Background: an optimization exercise with open tools, aiming at small area and a short achievable clock period. Do not read the settings as production practice.
Only simulation tests tie the RTL to the original design; equivalence was not proved.
Power is estimated from default activity; no workload was simulated.

==> flow/design.v (outline; a module is shown in full before it is edited, if it fits) <==
// module fft_fa: 10 lines
// module fft8_top: 820 lines
module fft8_top (
    input  logic         clk,
    input  logic         rst_n,
    input  logic [79:0]  sample,
    output logic [159:0] result
);
  // ...
==> flow/flow/run.sh <==
#!/bin/bash
# Standard ORFS layout, with the smallest buffer on every port.
export BUFFER_PORTS_ARGS="-buffer_cell sky130_fd_sc_hd__buf_1"
bash standard.sh > standard.log 2>&1
==> flow/standard.sh <==
#!/bin/bash
# synth_recipe.tcl (not shown) runs the flow's synth.tcl, then flattens the netlist and writes it again
# the make line also repeats each setting of config.mk as NAME=value (left out here)
make -C /OpenROAD-flow-scripts/flow DESIGN_CONFIG=/design/flow/config.mk WORK_HOME=/design/flow/orfs CLKGATE_MAP_FILE= SYNTH_SCRIPT=/design/flow/synth_recipe.tcl "${@:-finish}"
==> flow/config.mk <==
export PLATFORM = sky130hd
export DESIGN_NAME = fft8_top
export DESIGN_NICKNAME = fft8_top
export VERILOG_FILES = /design/flow/design.v
export SDC_FILE = /design/flow/constraint.sdc
export NUM_CORES = 4
export LEC_CHECK = 0
export CAP_MARGIN = 20
export CORE_MARGIN = 2
export CORE_UTILIZATION = 40
export SLEW_MARGIN = 20
export SYNTH_HIERARCHICAL = 1
export SYNTH_MINIMUM_KEEP_SIZE = 0
==> flow/constraint.sdc <==
create_clock -name core_clock -period 16.0 [get_ports {clk}]
set_input_delay 3.2000 -clock core_clock [delete_from_list [all_inputs] [get_ports {clk}]]
set_output_delay 3.2000 -clock core_clock [all_outputs]
set_load 0.01 [all_outputs]
==> flow_summary.json, run 1 <==
{
  "critPathSlowestCell": "fa_1",
  "comb_cell_power_mw": 2.79,
  "synth.avg_cell_area_um2": 13.2,
  "cp.arrival_ps": 5170,
  "buf_share": 0.0318,
  "top_usage_layer": "met2",
  "cts_buffers": 72,
  "dp_hpwl_mm": 41.7,
  "synth_xor_area_frac": 0.0291,
  "initial_core_util": 0.405,
  "final_area_um2": 30700,
  "taps": 864,
  "die_area_um2": 68900,
  "hold_viol": 0,
  "port_buffers": 241,
  "drt-initial-drc-count": 1225,
  "die_y_um": 262,
  "yosysWarnings": 7,
  "ys_types": 74,
  "maxUsedRoutingLayer": "met4",
  "wirelength_met1_mm": 23.6,
  "largestClassByArea": "flip-flops and latches",
  "reg.largest.list": "r1 (80), r2 (80), r3 (80)",
  "vias_per_cell": 4.57,
  "synth_top_area_cell": "dfxtp_1",
  "syn_area_um2": 26700,
  "worstMarginPinSlew_ps": 1020,
  "crit_type": "flip-flop to flip-flop",
  "regArea_um2": 14400,
  "run_status": "finished clean",
  "crit_end": "f5i[3]",
  "synth_mux_area_frac": 0.00763,
  "seq_area_frac_synth": 0.539,
  "fin_crit_sh": 0.294
}
==> run 2: changes to the inputs <==
--- a/flow/config.mk
+++ b/flow/config.mk
@@ -9,3 +9,3 @@
 export CORE_MARGIN = 2
-export CORE_UTILIZATION = 40
+export CORE_UTILIZATION = 60
 export SLEW_MARGIN = 20
==> run 2 against run 1 <==
Effect of this change:
- sequential power hardly changed
- core utilization increased by 22 points
- total power fell by 1.2%
- wire length shrank 2.7%
- critical endpoint is now result[67]
- highest routed layer unchanged
- sequential cell count unchanged
- clock power is 3% lower
- via count is 0.49% higher
- first-iteration DRC count is 19% lower
- worst hold slack gained 8.6 ps
- area after synthesis did not move
- final area fell by 1.4%
- synthesized cell count did not move
==> flow_summary.json, run 2 <==
{
  "run_status": "finished clean",
  "crit_path_end_kind": "output port",
  "critPathMaxStageDelay_ps": 460,
  "initial_core_util": 0.605,
  "clk_path_buf_depth": 3,
  "critPathSlowestCell": "dfrtp_1",
  "worstPathRequired_ps": 12800,
  "multi_input_area_um2": 10900,
  "ys_types": 74,
  "die_y_um": 215,
  "final_util": 0.686,
  "cts_root_buffer": "clkbuf_16",
  "cts-htree-levels": 3,
  "wire_per_inst_um": 18.2,
  "die_area_um2": 46200,
  "regArea_um2": 14400,
  "layout_common_cells": "dfxtp_1, fa_1, buf_1, inv_1, dfrtp_1",
  "syn_area_um2": 26700,
  "core_um2": 44100,
  "num_vias": 14600,
  "synthTopCellsByCount": "dfxtp_1, fa_1, inv_1",
  "skew_ps": 19.6,
  "port_buffers": 241,
  "worst_setup_path_start_kind": "flip-flop",
  "synth_edf_count": 0,
  "num-nets-final": 2676,
  "cp.arrival_ps": 1240,
  "cts.repair.resized": 0,
  "fin_crit_sh": 0.278,
  "p_per_area_nw_per_um2": 232,
  "max-cap-violations": 0,
  "drive_above_1_share": 0.0595,
  "dp_hpwl_mm": 40.1,
  "ant_nets": 0,
  "final_area_um2": 30300,
  "ios": 242,
  "grt_pass1_wl_mm": 81.1,
  "drc": 0,
  "num_rows": 77,
  "synth.avg_cell_area_um2": 13.2,
  "seq_area_frac_synth": 0.539,
  "crit_path_cell_trace": "buf_1",
  "insertion_delay_ps": 600,
  "ys_dominant_reg_cell": "dfxtp_1",
  "rsz0062_at_grt": "false",
  "reg.largest.list": "r1 (80), r2 (80), r3 (80)",
  "clkTransAtPathRegs_ps": 60,
  "internal-power_mw": 4.43,
  "leakagePower_nw": 13.1,
  "crit_type": "flip-flop to output port",
  "grt_max_degree": 87,
  "syn_nets": 2454,
  "p_clk_frac": 0.232,
  "drt-initial-drc-count": 998,
  "yosysWarnings": 7,
  "synthArstFlopShare": 0.208,
  "synth_top_area_cell": "dfxtp_1",
  "switchingPower_mw": 2.59,
  "p_comb_frac": 0.391,
  "cts_tree": "yes",
  "die_width_um": 215,
  "path_buf_inv": 1,
  "cts_setup_buffers": 0,
  "fillCellCount": 3292,
  "hold_class": "flip-flop to flip-flop",
  "totalWireLength_mm": 52.6,
  "antenna_found_initial": 4,
  "syn-instance-count": 2024,
  "vias_per_cell": 5.03,
  "path_max_fanout": 1,
  "grt_pass1_vias": 14900,
  "synthTopCellsByArea": "dfxtp_1, fa_1, dfrtp_1, and2_1, ha_1",
  "grtUsageTotal": 0.233,
  "placedInstanceArea_um2": 27900,
  "holdBufCountCts": 0,
  "drt_pass1_iterations": 6,
  "grt_overflow_total": 0,
  "tns_ps": 0,
  "swShare": 0.369,
  "fmax_ghz": 0.225,
  "setup_viol": 0,
  "worst_slew_margin_rel": 0.278,
  "cp_top_family": "flip-flops",
  "cts_buffers": 68,
  "syn_to_final_growth_pct": 13.2,
  "synth_top_area_frac": 0.406,
  "synth-seq-cells": 684,
  "vdd.ir_drop.worst_v": 0.000143,
  "synth.most_common_cell": "dfxtp_1",
  "maxSlewViolCount": 0,
  "finalWeightedCongestion": 0.859,
  "final_common_cell": "dfxtp_1",
  "cts.sinks": 684,
  "pwr-share-seq": 0.377,
  "worstMarginPinSlew_ps": 1080,
  "period_needed_ps": 4440,
  "hold_viol": 0
}
-- run 2: cell counts after synthesis --
No cell type changed its count.
-- run 2: power groups by stage --
stage / Combinational [mW] / Sequential (mW) / Clock [mW]
final: 2.75 / 2.65 / 1.63
after CTS: 2.76 / 2.66 / 1.66
after global placement: 2.68 / 2.68 / 0
after floorplan: 1.92 / 2.61 / 0
after global routing: 3.12 / 2.71 / 1.73
after detailed placement: 2.75 / 2.69 / 0
-- run 2: logic make-up after synthesis --
logic type,Yosys count,synth area share
AOI/OAI and AO/OA,241,0.0600
xor gates and xnor gates,82,0.0291
adders and majority gates,348,0.242
buffers and inverters,315,0.0511
DFF,684,0.539
muxes,15,0.00763
other,1,0.000140
and+or+nand+nor,338,0.0712
-- run 2: final cells by class --
| cell class | count | area share |
|---|---|---|
| sequential | 684 | 0.476 |
| inverter | 215 | 0.0267 |
| antenna | 1 | 0.0000827 |
| timing repair buffer | 252 | 0.0332 |
| tap | 592 | 0.0245 |
| clock inverter | 26 | 0.0109 |
| multi-input combinational | 1025 | 0.362 |
| clock buffer | 99 | 0.0666 |
-- run 2: path summary, 6_finish.rpt --
kind,cells past startpoint,slack (ps),to,start
hold reg to reg,0,320,c2i[0],b2i[0]
hold / removal,0,320,c2i[0],b2i[0]
setup reg to reg,12,11750,f5i[3],a7r[0]
min in group asynchronous,1,2730,y6i[1],rst_n
setup / recovery,1,11560,result[67],y3i[7]
max in group asynchronous,3,12000,y7i[8],rst_n
-- run 2: Yosys stat by module, one instance, submodules excluded --
module | cells inside | flip-flops and latches
fft8_top | 1744 | 684
fft_fa | 1 | 0
-- run 2: worst reg2reg max path, cell delays in order, from the launching register on --
cell and delay [ps]:
dfxtp_1 470, ha_1 200, inv_1 50, fa_1 400, fa_1 400, fa_1 400, fa_1 500, buf_4 300
inv_1 290, o21ai_0 220, o21ai_0 100, a221o_1 320, mux4_2 450
-- run 2: stage by stage --
| step | power, mW | instances | worst slack (ps) | hold WS (ps) |
|---|---|---|---|---|
| 6_report | 7.02 | 2894 | 11560 | 323 |
| 5_1_grt | 7.56 | 2893 | 11530 | 321 |
| 4_1_cts | 7.09 | 2892 | 11550 | 321 |
| 3_5_place_dp | 5.44 | 2767 | 10950 | 312 |
| 3_3_place_gp | 5.36 | 2767 | 11030 | 310 |
| 2_1_floorplan | 4.53 | 2024 | 12260 | 310 |
-- run 2: routing by layer --
layer / vias up / part of all wire / GRT usage
li1: 6855 / - / -
met1: 7175 / 0.45 / 0.328
met2: 439 / 0.46 / 0.364
met3: 90 / 0.053 / 0.0399
met4: 0 / 0.033 / 0.0936
met5: - / 0 / 0
==> run 3: changes to the inputs <==
==> flow/flow/run.sh (replaced) <==
#!/bin/bash
# Standard ORFS layout, with the smallest buffer on every port; timing repair aims at 4.3 ns.
export BUFFER_PORTS_ARGS="-buffer_cell sky130_fd_sc_hd__buf_1"
export SETUP_SLACK_MARGIN=11.7
bash standard.sh > standard.log 2>&1
==> run 3 against run 2 <==
Effect of this change:
- synthesized cell count stayed put
- core utilization is 0.58 points higher
- largest cell class unchanged
- count of clock-buffer cells in the layout stayed put
- critical endpoint unchanged
- area after synthesis stayed put
- wire length is 0.33% higher
- register-to-register slack better by 50 ps
- sequential power hardly changed
- still clean
- worst hold slack worse by 2.2 ps
- first-iteration DRC count is 6.5% lower
- sequential cell count stayed put
- global-route usage hardly changed
- highest routed layer unchanged
==> flow_summary.json, run 3 <==
{
  "layout_common_cells": "dfxtp_1, fa_1, inv_1, dfrtp_1, and2_1",
  "core_um2": 44100,
  "synthTopCellsByCount": "dfxtp_1, fa_1, inv_1",
  "num-nets-final": 2679,
  "rsz0062_at_grt": "true",
  "worstPathRequired_ps": 12800,
  "p_clk_frac": 0.230,
  "switchingPower_mw": 2.60,
  "synth-seq-cells": 684,
  "maxSlewViolCount": 0,
  "grt_pass1_vias": 14900,
  "die_width_um": 215,
  "worst_slew_margin_rel": 0.314,
  "pwr-share-seq": 0.374,
  "worstMarginPinSlew_ps": 1030,
  "cts_buffers": 68,
  "hold_end": "r3[67]",
  "grtUsageTotal": 0.233,
  "total_power_mw": 7.09,
  "swShare": 0.367,
  "tns_ps": 0,
  "clkTransAtPathRegs_ps": 60,
  "p_comb_frac": 0.396,
  "cp_top_family": "flip-flops",
  "grt_pass1_wl_mm": 81.2,
  "min-delay-start": "r2[67]",
  "synth_edf_count": 0,
  "antenna_found_initial": 4,
  "cp.arrival_ps": 1190,
  "wire_per_inst_um": 18.2,
  "syn_to_final_growth_pct": 14.2,
  "syn_area_um2": 26700,
  "num_rows": 77,
  "hold_viol": 0,
  "rr_startpoint": "a7r[0]",
  "finalWeightedCongestion": 0.859,
  "crit_type": "flip-flop to output port",
  "crit_path_end_kind": "output port",
  "worst_setup_path_start_kind": "flip-flop",
  "synth.most_common_cell": "dfxtp_1",
  "num_vias": 14600,
  "synth_top_area_frac": 0.406,
  "run_status": "finished clean",
  "critPathSlowestCell": "dfrtp_2",
  "totalWireLength_mm": 52.8,
  "fmax_ghz": 0.228,
  "drive_above_1_share": 0.116,
  "fin_crit_sh": 0.274,
  "hold_class": "flip-flop to flip-flop",
  "ys_types": 74,
  "synthTopCellsByArea": "dfxtp_1, fa_1, dfrtp_1, and2_1, ha_1",
  "port_buffers": 241,
  "p_per_area_nw_per_um2": 232,
  "drt_pass1_iterations": 5,
  "cts_root_buffer": "clkbuf_16",
  "drc": 0,
  "die_y_um": 215,
  "crit_path_cell_trace": "buf_6",
  "syn-instance-count": 2024,
  "grt_max_degree": 87,
  "path_buf_inv": 1,
  "synthArstFlopShare": 0.208,
  "cts_tree": "yes",
  "grt_overflow_total": 0,
  "internal-power_mw": 4.48,
  "cts.sinks": 684,
  "drt-initial-drc-count": 933,
  "rrSetupSlack_ps": 11800,
  "reg.largest.list": "r1 (80), r2 (80), r3 (80)",
  "final_common_cell": "dfxtp_1",
  "seq_area_frac_synth": 0.539,
  "critPathMaxStageDelay_ps": 460,
  "die_area_um2": 46200,
  "initial_core_util": 0.605,
  "insertion_delay_ps": 600,
  "setup_viol": 0,
  "ant_nets": 0,
  "cts-htree-levels": 3,
  "final_util": 0.691,
  "reg2regPathDepth": 12,
  "clk_path_buf_depth": 3,
  "period_needed_ps": 4390,
  "dp_hpwl_mm": 40.1,
  "vias_per_cell": 5.03,
  "vdd.ir_drop.worst_v": 0.000143,
  "r2r_end": "f5i[3]",
  "max-cap-violations": 0,
  "leakagePower_nw": 13.5,
  "yosysWarnings": 7,
  "fillCellCount": 3265,
  "ys_dominant_reg_cell": "dfxtp_1",
  "skew_ps": 20.9,
  "synth_top_area_cell": "dfxtp_1",
  "syn_nets": 2454,
  "ios": 242,
  "path_max_fanout": 1,
  "synth.avg_cell_area_um2": 13.2,
  "worstHoldPathCells": 0
}
==> run 3: how the worst max path moves through the flow <==
stage                start          end  slack (ps)  depth (start not counted)
finish              y3i[7]   result[67]       11610                          1
global route        y3i[7]   result[67]       11590                          1
CTS                 y3i[7]   result[67]       11590                          1
detailed placement   rst_n         v[5]       10950                          2
global placement     rst_n         v[5]       11030                          2
floorplan           y5i[0]  result[100]       12260                          1
==> run 3: cell type report <==
class / instances / area [um2] / share of cell area
Inverter: 215 / 811 / 0.0266
Clock inverter: 26 / 330 / 0.0108
Sequential cell: 684 / 14400 / 0.472
Multi-Input combinational cell: 1025 / 11000 / 0.359
Timing Repair Buffer: 255 / 1240 / 0.0407
Antenna cell: 1 / 2.50 / 0.0000820
Tap cell: 592 / 741 / 0.0243
Clock buffer: 99 / 2010 / 0.0660
==> run 3: per-layer routing <==
layer,wire length (um),GRT usage,vias up
li1,-,-,6855
met3,2690,0.0399,99
met1,23800,0.328,7200
met2,24500,0.365,430
met4,1770,0.0931,0
met5,0,0,-
==> run 3: cells by family (layout without fill, tap and decap cells) <==
logic type	count (synthesis)	after routing	synth area share
adder cells (fa/ha/maj)	348	348	0.242
AND/OR/NAND/NOR	338	338	0.0712
flip-flops	684	684	0.539
XOR/XNOR	82	82	0.0291
multiplexers	15	15	0.00763
buffers and inverters	315	595	0.0511
AO/OA/AOI/OAI	241	241	0.0600
other	1	2	0.000140
==> run 3: per-module statistics from Yosys (local to each module, per instance) <==
| module | copies in the design | flops+latches | cell area, um2 |
|---|---|---|---|
| fft_fa | 280 | 0 | 20.0 |
| fft8_top | 1 | 684 | 21100 |
==> run 3: repair_timing <==
action / 4_1_cts / 5_1_grt
setup buffers: 0 / 4
setup endpoints to repair: 204 / 136
gates resized for setup: 32 / 112
hold buffers: 0 / 0
==> run 3: power groups by stage <==
| stage | Clock (mW) | Sequential [mW] | Combinational [mW] |
|---|---|---|---|
| after global routing | 1.73 | 2.71 | 3.18 |
| after detailed placement | 0 | 2.69 | 2.75 |
| after global placement | 0 | 2.68 | 2.68 |
| after CTS | 1.66 | 2.66 | 2.78 |
| after floorplan | 0 | 2.61 | 1.92 |
| final | 1.63 | 2.65 | 2.81 |
==> run 3: per-stage QoR <==
| step | worst slack [ps] | hold WS, ps | cells | cell area, um2 |
|---|---|---|---|---|
| final | 11610 | 320 | 2897 | 30500 |
| after global routing | 11590 | 321 | 2896 | 30500 |
| after CTS | 11590 | 321 | 2892 | 30300 |
| after detailed placement | 10950 | 312 | 2767 | 27900 |
| after global placement | 11030 | 310 | 2767 | 27900 |
| after floorplan | 12260 | 310 | 2024 | 26700 |
==> run 4: changes to the inputs <==
==> flow/flow/run.sh (replaced) <==
#!/bin/bash
export BUFFER_PORTS_ARGS="-buffer_cell sky130_fd_sc_hd__buf_1"
export CTS_ARGS="-sink_clustering_enable -repair_clock_nets -sink_clustering_size 30 -sink_clustering_max_diameter 60"
bash standard.sh > standard.log 2>&1
==> run 4 against run 3 <==
Effect of this change:
- core utilization fell by 2.7 points
- critical path type unchanged
- still clean
- die area unchanged
- wire length shrank 2.5%
- critical endpoint unchanged
- sequential cell count did not move
- sequential power barely moved
==> flow_summary.json, run 4 <==
{
  "hold_end": "c6i[3]",
  "syn_to_final_growth_pct": 9.65,
  "run_status": "finished clean",
  "crit_type": "flip-flop to output port",
  "drc": 0,
  "final_common_cell": "dfxtp_1",
  "ant_nets": 0,
  "synthArstFlopShare": 0.208,
  "grt_pass1_vias": 14400,
  "worst_slew_margin_rel": 0.323,
  "p_per_area_nw_per_um2": 222,
  "period_needed_ps": 4430,
  "synthTopCellsByCount": "dfxtp_1, fa_1, inv_1",
  "num_rows": 77,
  "tns_ps": 0,
  "synth_top_family_by_area": "adder cells",
  "initial_core_util": 0.605,
  "cts.sinks": 684,
  "critPathSlowestCell": "dfrtp_1",
  "num_vias": 14300,
  "synth-seq-cells": 684,
  "grtUsageTotal": 0.227,
  "yosysWarnings": 7,
  "num-nets-final": 2645,
  "synth-simple-area-share": 0.0712,
  "path_depth": 1,
  "die_area_um2": 46200,
  "dp_slack_ps": 10950,
  "synthAdderAreaFrac": 0.242,
  "seq_area_frac_synth": 0.539,
  "die_width_um": 215,
  "dp_hpwl_mm": 40.1,
  "synth_compound_area_frac": 0.0600,
  "cts.repair.resized": 0,
  "synth_xor_area_frac": 0.0291,
  "finalWeightedCongestion": 0.859,
  "ios": 242,
  "worst_slack_ps": 11570,
  "r2r_end": "f5i[3]",
  "skew_ps": 27.0,
  "insertion_delay_ps": 600,
  "synth_top_area_cell": "dfxtp_1",
  "clkTransAtPathRegs_ps": 100,
  "critPathMaxStageDelay_ps": 470,
  "path_buf_inv": 1,
  "cts_root_buffer": "clkbuf_16",
  "max-cap-violations": 0,
  "cp_top_family": "flip-flops",
  "rrSetupSlack_ps": 11780,
  "worst_setup_path_start_kind": "flip-flop",
  "path_max_fanout": 1,
  "syn-instance-count": 2024,
  "totalWireLength_mm": 51.4,
  "core_um2": 44100,
  "reg2regPathDepth": 12,
  "syn_area_um2": 26700,
  "holdBufCountCts": 0,
  "cp.arrival_ps": 1230,
  "cts-htree-levels": 2,
  "wire_per_inst_um": 18.1,
  "layout_common_cells": "dfxtp_1, fa_1, buf_1, inv_1, dfrtp_1",
  "port_buffers": 241,
  "synth.avg_cell_area_um2": 13.2,
  "rsz0062_at_grt": "false",
  "synth_top_area_frac": 0.406,
  "fin_crit_sh": 0.277,
  "ys_dominant_reg_cell": "dfxtp_1",
  "dp_cells": 2767,
  "die_y_um": 215,
  "antenna_found_initial": 4,
  "drt_pass1_iterations": 5,
  "synth.most_common_cell": "dfxtp_1",
  "grt_pass1_wl_mm": 79.5,
  "syn_nets": 2454,
  "crit_path_end_kind": "output port",
  "leakagePower_nw": 12.7,
  "rr_startpoint": "a7r[0]",
  "maxSlewViolCount": 0,
  "vdd.ir_drop.worst_v": 0.000138,
  "worstPathRequired_ps": 12800,
  "setup_viol": 0,
  "synth_mux_area_frac": 0.00763,
  "cts_tree": "yes",
  "worstHoldPathCells": 0,
  "ys_types": 74,
  "hold_class": "flip-flop to flip-flop",
  "drt-initial-drc-count": 1150,
  "grt_overflow_total": 0,
  "clk_path_buf_depth": 3,
  "vias_per_cell": 5.05,
  "cts_setup_buffers": 0,
  "synthTopCellsByArea": "dfxtp_1, fa_1, dfrtp_1, and2_1, ha_1",
  "stdcell_count": 2836,
  "reg.largest.list": "r1 (80), r2 (80), r3 (80)",
  "cts_buffers": 37,
  "synth_edf_count": 0,
  "min-delay-start": "b6i[3]",
  "fmax_ghz": 0.226,
  "hold_viol": 0,
  "final_util": 0.664,
  "crit_path_cell_trace": "buf_1",
  "grt_max_degree": 87,
  "drive_above_1_share": 0.0432,
  "worstMarginPinSlew_ps": 1020
}
[run 4: cell counts after synthesis]
Identical to the previous run, type by type.
[run 4: layout make-up]
type                            count  area, um2
Fill cell                        3397      14800
Clock buffer                       40        958
Timing Repair Buffer              252       1000
Clock inverter                     27        427
Sequential cell                   684      14400
Antenna cell                        1       2.50
Inverter                          215        807
Tap cell                          592        741
Multi-Input combinational cell   1025      11000
[run 4: cell families (layout without fill, tap and decap cells)]
family	Yosys count	after routing
AOI/OAI and AO/OA	241	241
xor gates and xnor gates	82	82
adders and majority gates	348	348
buffers and inverters	315	534
DFF	684	684
muxes	15	15
other	1	2
and+or+nand+nor	338	338
[run 4: metal layers]
metal,up-vias,GRT usage,wire length (um)
li1,6760,-,-
met3,94,0.0289,2360
met2,410,0.357,23800
met5,-,0,0
met1,7062,0.329,23500
met4,0,0.0848,1780
[run 4: per-module statistics from Yosys, one instance, submodules excluded]
module	area, um2	copies in the design	cells inside	flip-flops and latches
fft8_top	21100	1	1744	684
fft_fa	20.0	280	1	0
[run 4: worst max path at each step]
stage                start     endpoint  slack (ps)
floorplan           y5i[0]  result[100]       12260
global placement     rst_n         v[5]       11030
detailed placement   rst_n         v[5]       10950
CTS                 y3i[7]   result[67]       11550
global route        y3i[7]   result[67]       11540
finish              y3i[7]   result[67]       11570
[run 4: power by group]
| part | switching [mW] | total [mW] | internal (mW) |
|---|---|---|---|
| clock | 0.608 | 1.14 | 0.527 |
| combinational | 1.53 | 2.74 | 1.21 |
| sequential | 0.410 | 2.64 | 2.23 |
[run 4: stage by stage]
step	total power, mW	area [um2]	hold WS (ps)
after detailed placement	5.44	27900	312
after floorplan	4.53	26700	310
final	6.51	29300	320
after CTS	6.58	29300	322
after global placement	5.36	27900	310
after global routing	7.04	29300	318
==> run 5: changes to the inputs <==
==> flow/flow/run.sh (replaced) <==
#!/bin/bash
# Standard ORFS layout (the standard.sh), with the smallest buffer
# (sky130_fd_sc_hd__buf_1) on every input and output port.
# ORFS's full output goes to standard.log; ORFS's own per-step logs are under orfs/logs.
export BUFFER_PORTS_ARGS="-buffer_cell sky130_fd_sc_hd__buf_1"
bash standard.sh > standard.log 2>&1
==> run 5 against run 4 <==
Effect of this change:
- area after synthesis unchanged
- first-iteration DRC count decreased by 13%
- register-to-register slack got worse by 30 ps
- non-clock buffer count unchanged
- total power increased by 7.8%
- critical endpoint unchanged
- largest cell class unchanged
==> flow_summary.json, run 5 <==
{
  "cts.sinks": 684,
  "synth_top_area_frac": 0.406,
  "worstMarginPinSlew_ps": 1080,
  "critPathSlowestCell": "dfrtp_1",
  "dp_hpwl_mm": 40.1,
  "setup_viol": 0,
  "drive_above_1_share": 0.0595,
  "antenna_found_initial": 4,
  "critPathMaxStageDelay_ps": 460,
  "crit_path_start": "y3i[7]",
  "totalWireLength_mm": 52.6,
  "cts.repair.resized": 0,
  "initial_core_util": 0.605,
  "period_needed_ps": 4440,
  "min-delay-start": "b2i[0]",
  "hold_viol": 0,
  "wire_per_inst_um": 18.2,
  "num_vias": 14600,
  "synth.most_common_cell": "dfxtp_1",
  "port_buffers": 241,
  "worst_slack_ps": 11560,
  "max-cap-violations": 0,
  "worstHoldPathCells": 0,
  "reg2regPathDepth": 12,
  "tns_ps": 0,
  "hold_class": "flip-flop to flip-flop",
  "fin_crit_sh": 0.278,
  "synthTopCellsByCount": "dfxtp_1, fa_1, inv_1",
  "synth-seq-cells": 684,
  "r2r_end": "f5i[3]",
  "worst_setup_path_start_kind": "flip-flop",
  "die_y_um": 215,
  "num-nets-final": 2676,
  "hold_end": "c2i[0]",
  "crit_path_cell_trace": "buf_1",
  "vias_per_cell": 5.03,
  "grt_pass1_vias": 14900,
  "ant_nets": 0,
  "cts_tree": "yes",
  "cts_buffers": 68,
  "crit_type": "flip-flop to output port",
  "seq_area_frac_synth": 0.539,
  "cts_root_buffer": "clkbuf_16",
  "vdd.ir_drop.worst_v": 0.000143,
  "p_per_area_nw_per_um2": 232,
  "syn_nets": 2454,
  "worst_slew_margin_rel": 0.278,
  "rrSetupSlack_ps": 11750,
  "synthArstFlopShare": 0.208,
  "synth_top_area_cell": "dfxtp_1",
  "synth.avg_cell_area_um2": 13.2,
  "wirelength_met1_mm": 23.7,
  "maxSlewViolCount": 0,
  "skew_ps": 19.6,
  "finalWeightedCongestion": 0.859,
  "layout_common_cells": "dfxtp_1, fa_1, buf_1, inv_1, dfrtp_1",
  "dr_wl_met3_mm": 2.77,
  "holdBufCountCts": 0,
  "reg.largest.list": "r1 (80), r2 (80), r3 (80)",
  "core_um2": 44100,
  "clkTransAtPathRegs_ps": 60,
  "grt_max_degree": 87,
  "multi_input_area_um2": 10900,
  "crit_path_end_kind": "output port",
  "final_common_cell": "dfxtp_1",
  "syn_area_um2": 26700,
  "grt_pass1_wl_mm": 81.1,
  "grt_overflow_total": 0,
  "ys_types": 74,
  "drt_pass1_iterations": 6,
  "die_area_um2": 46200,
  "maxUsedRoutingLayer": "met4",
  "regArea_um2": 14400,
  "drc": 0,
  "synthTopCellsByArea": "dfxtp_1, fa_1, dfrtp_1, and2_1, ha_1",
  "cp.arrival_ps": 1240,
  "syn_to_final_growth_pct": 13.2,
  "syn-instance-count": 2024,
  "cp_top_family": "flip-flops",
  "worstPathRequired_ps": 12800,
  "fmax_ghz": 0.225,
  "cts-htree-levels": 3,
  "path_max_fanout": 1,
  "drt-initial-drc-count": 998,
  "dp_slack_ps": 10950,
  "clk_path_buf_depth": 3,
  "cts_setup_buffers": 0,
  "die_width_um": 215,
  "wl_met2_mm": 24.4,
  "ios": 242,
  "run_status": "finished clean",
  "ys_dominant_reg_cell": "dfxtp_1",
  "grtUsageTotal": 0.233,
  "rsz0062_at_grt": "false",
  "insertion_delay_ps": 600,
  "synth_edf_count": 0,
  "path_buf_inv": 1,
  "fillCellCount": 3292,
  "num_rows": 77,
  "yosysWarnings": 7,
  "rr_startpoint": "a7r[0]",
  "leakagePower_nw": 13.1
}
==> run 5: report_power, final <==
group	switching, mW	internal [mW]	total (mW)
clock	0.647	0.981	1.63
sequential	0.410	2.24	2.65
combinational	1.54	1.21	2.75
total	2.59	4.43	7.02
==> run 5: worst max-delay path by stage <==
stage,endpoint,slack [ps],depth (start not counted)
floorplan,result[100],12260,1
global route,result[67],11530,1
CTS,result[67],11550,1
finish,result[67],11560,1
global placement,v[5],11030,2
detailed placement,v[5],10950,2
==> run 5: kinds of logic (layout without fill, tap and decap cells) <==
family,Yosys count,count (layout),share of synthesized area
AO/OA/AOI/OAI,241,241,0.0600
flip-flops,684,684,0.539
other,1,2,0.000140
buffers and inverters,315,592,0.0511
AND/OR/NAND/NOR,338,338,0.0712
adder cells (fa/ha/maj),348,348,0.242
XOR/XNOR,82,82,0.0291
multiplexers,15,15,0.00763
==> run 5: per-stage QoR <==
| step | power [mW] | hold WS [ps] | instance area, um2 | utilization | std cells |
|---|---|---|---|---|---|
| finish | 7.02 | 323 | 30300 | 0.686 | 2894 |
| CTS | 7.09 | 321 | 30200 | 0.685 | 2892 |
| global placement | 5.36 | 310 | 27900 | 0.632 | 2767 |
| global route | 7.56 | 321 | 30200 | 0.686 | 2893 |
| detailed placement | 5.44 | 312 | 27900 | 0.632 | 2767 |
| floorplan | 4.53 | 310 | 26700 | - | 2024 |
==> run 5: per-module statistics from Yosys, one instance, submodules excluded <==
module / flops+latches / times used / cells inside / area, um2
fft8_top: 684 / 1 / 1744 / 21100
fft_fa: 0 / 280 / 1 / 20.0
==> run 5: layout make-up <==
| class | instances | area share |
|---|---|---|
| sequential | 684 | 0.476 |
| multi-input combinational | 1025 | 0.362 |
| clock buffer | 99 | 0.0666 |
| timing repair buffer | 252 | 0.0332 |
| inverter | 215 | 0.0267 |
| tap | 592 | 0.0245 |
| clock inverter | 26 | 0.0109 |
| antenna | 1 | 0.0000827 |
==> run 5: layer usage <==
| layer | up-vias | global-route usage |
|---|---|---|
| met4 | 0 | 0.0936 |
| met3 | 90 | 0.0399 |
| met5 | - | 0 |
| li1 | 6855 | - |
| met2 | 439 | 0.364 |
| met1 | 7175 | 0.328 |

## re-timing with driven ports
The results above use ideal ports. As a check the final layouts listed here were re-extracted and re-timed, cells and wires unchanged.
Step 1 sets driving cells, clkbuf_16 on the clock port and buf_2 on the other inputs (assumed; they add their load-dependent delay and slew).
Step 2 moves the port delays by t, midway between the first and last clock arrival at a register: inputs arrive t later, outputs are due t later. That takes back most of the time a late clock gives input paths.
a / b / c = no drivers / after step 1 / after step 2; a / b = the first two.
run	t (ns)	setup WS [ns]	worst slew at a driven data input, ns
run 1	0.659	11.290 / 11.290 / 11.110	0.05
run 2	0.644	11.557 / 11.499 / 11.389	0.05
run 3	0.642	11.609 / 11.551 / 11.395	0.05
run 4	0.643	11.567 / 11.508 / 11.363	0.05
run 5	0.644	11.557 / 11.499 / 11.389	0.05
After both steps setup and hold are still met in every run listed. The setup slack of run 3, which loses most, moves by -0.058 ns with the drivers and by -0.214 ns with both steps. The worst setup slack also covers recovery checks on asynchronous resets.
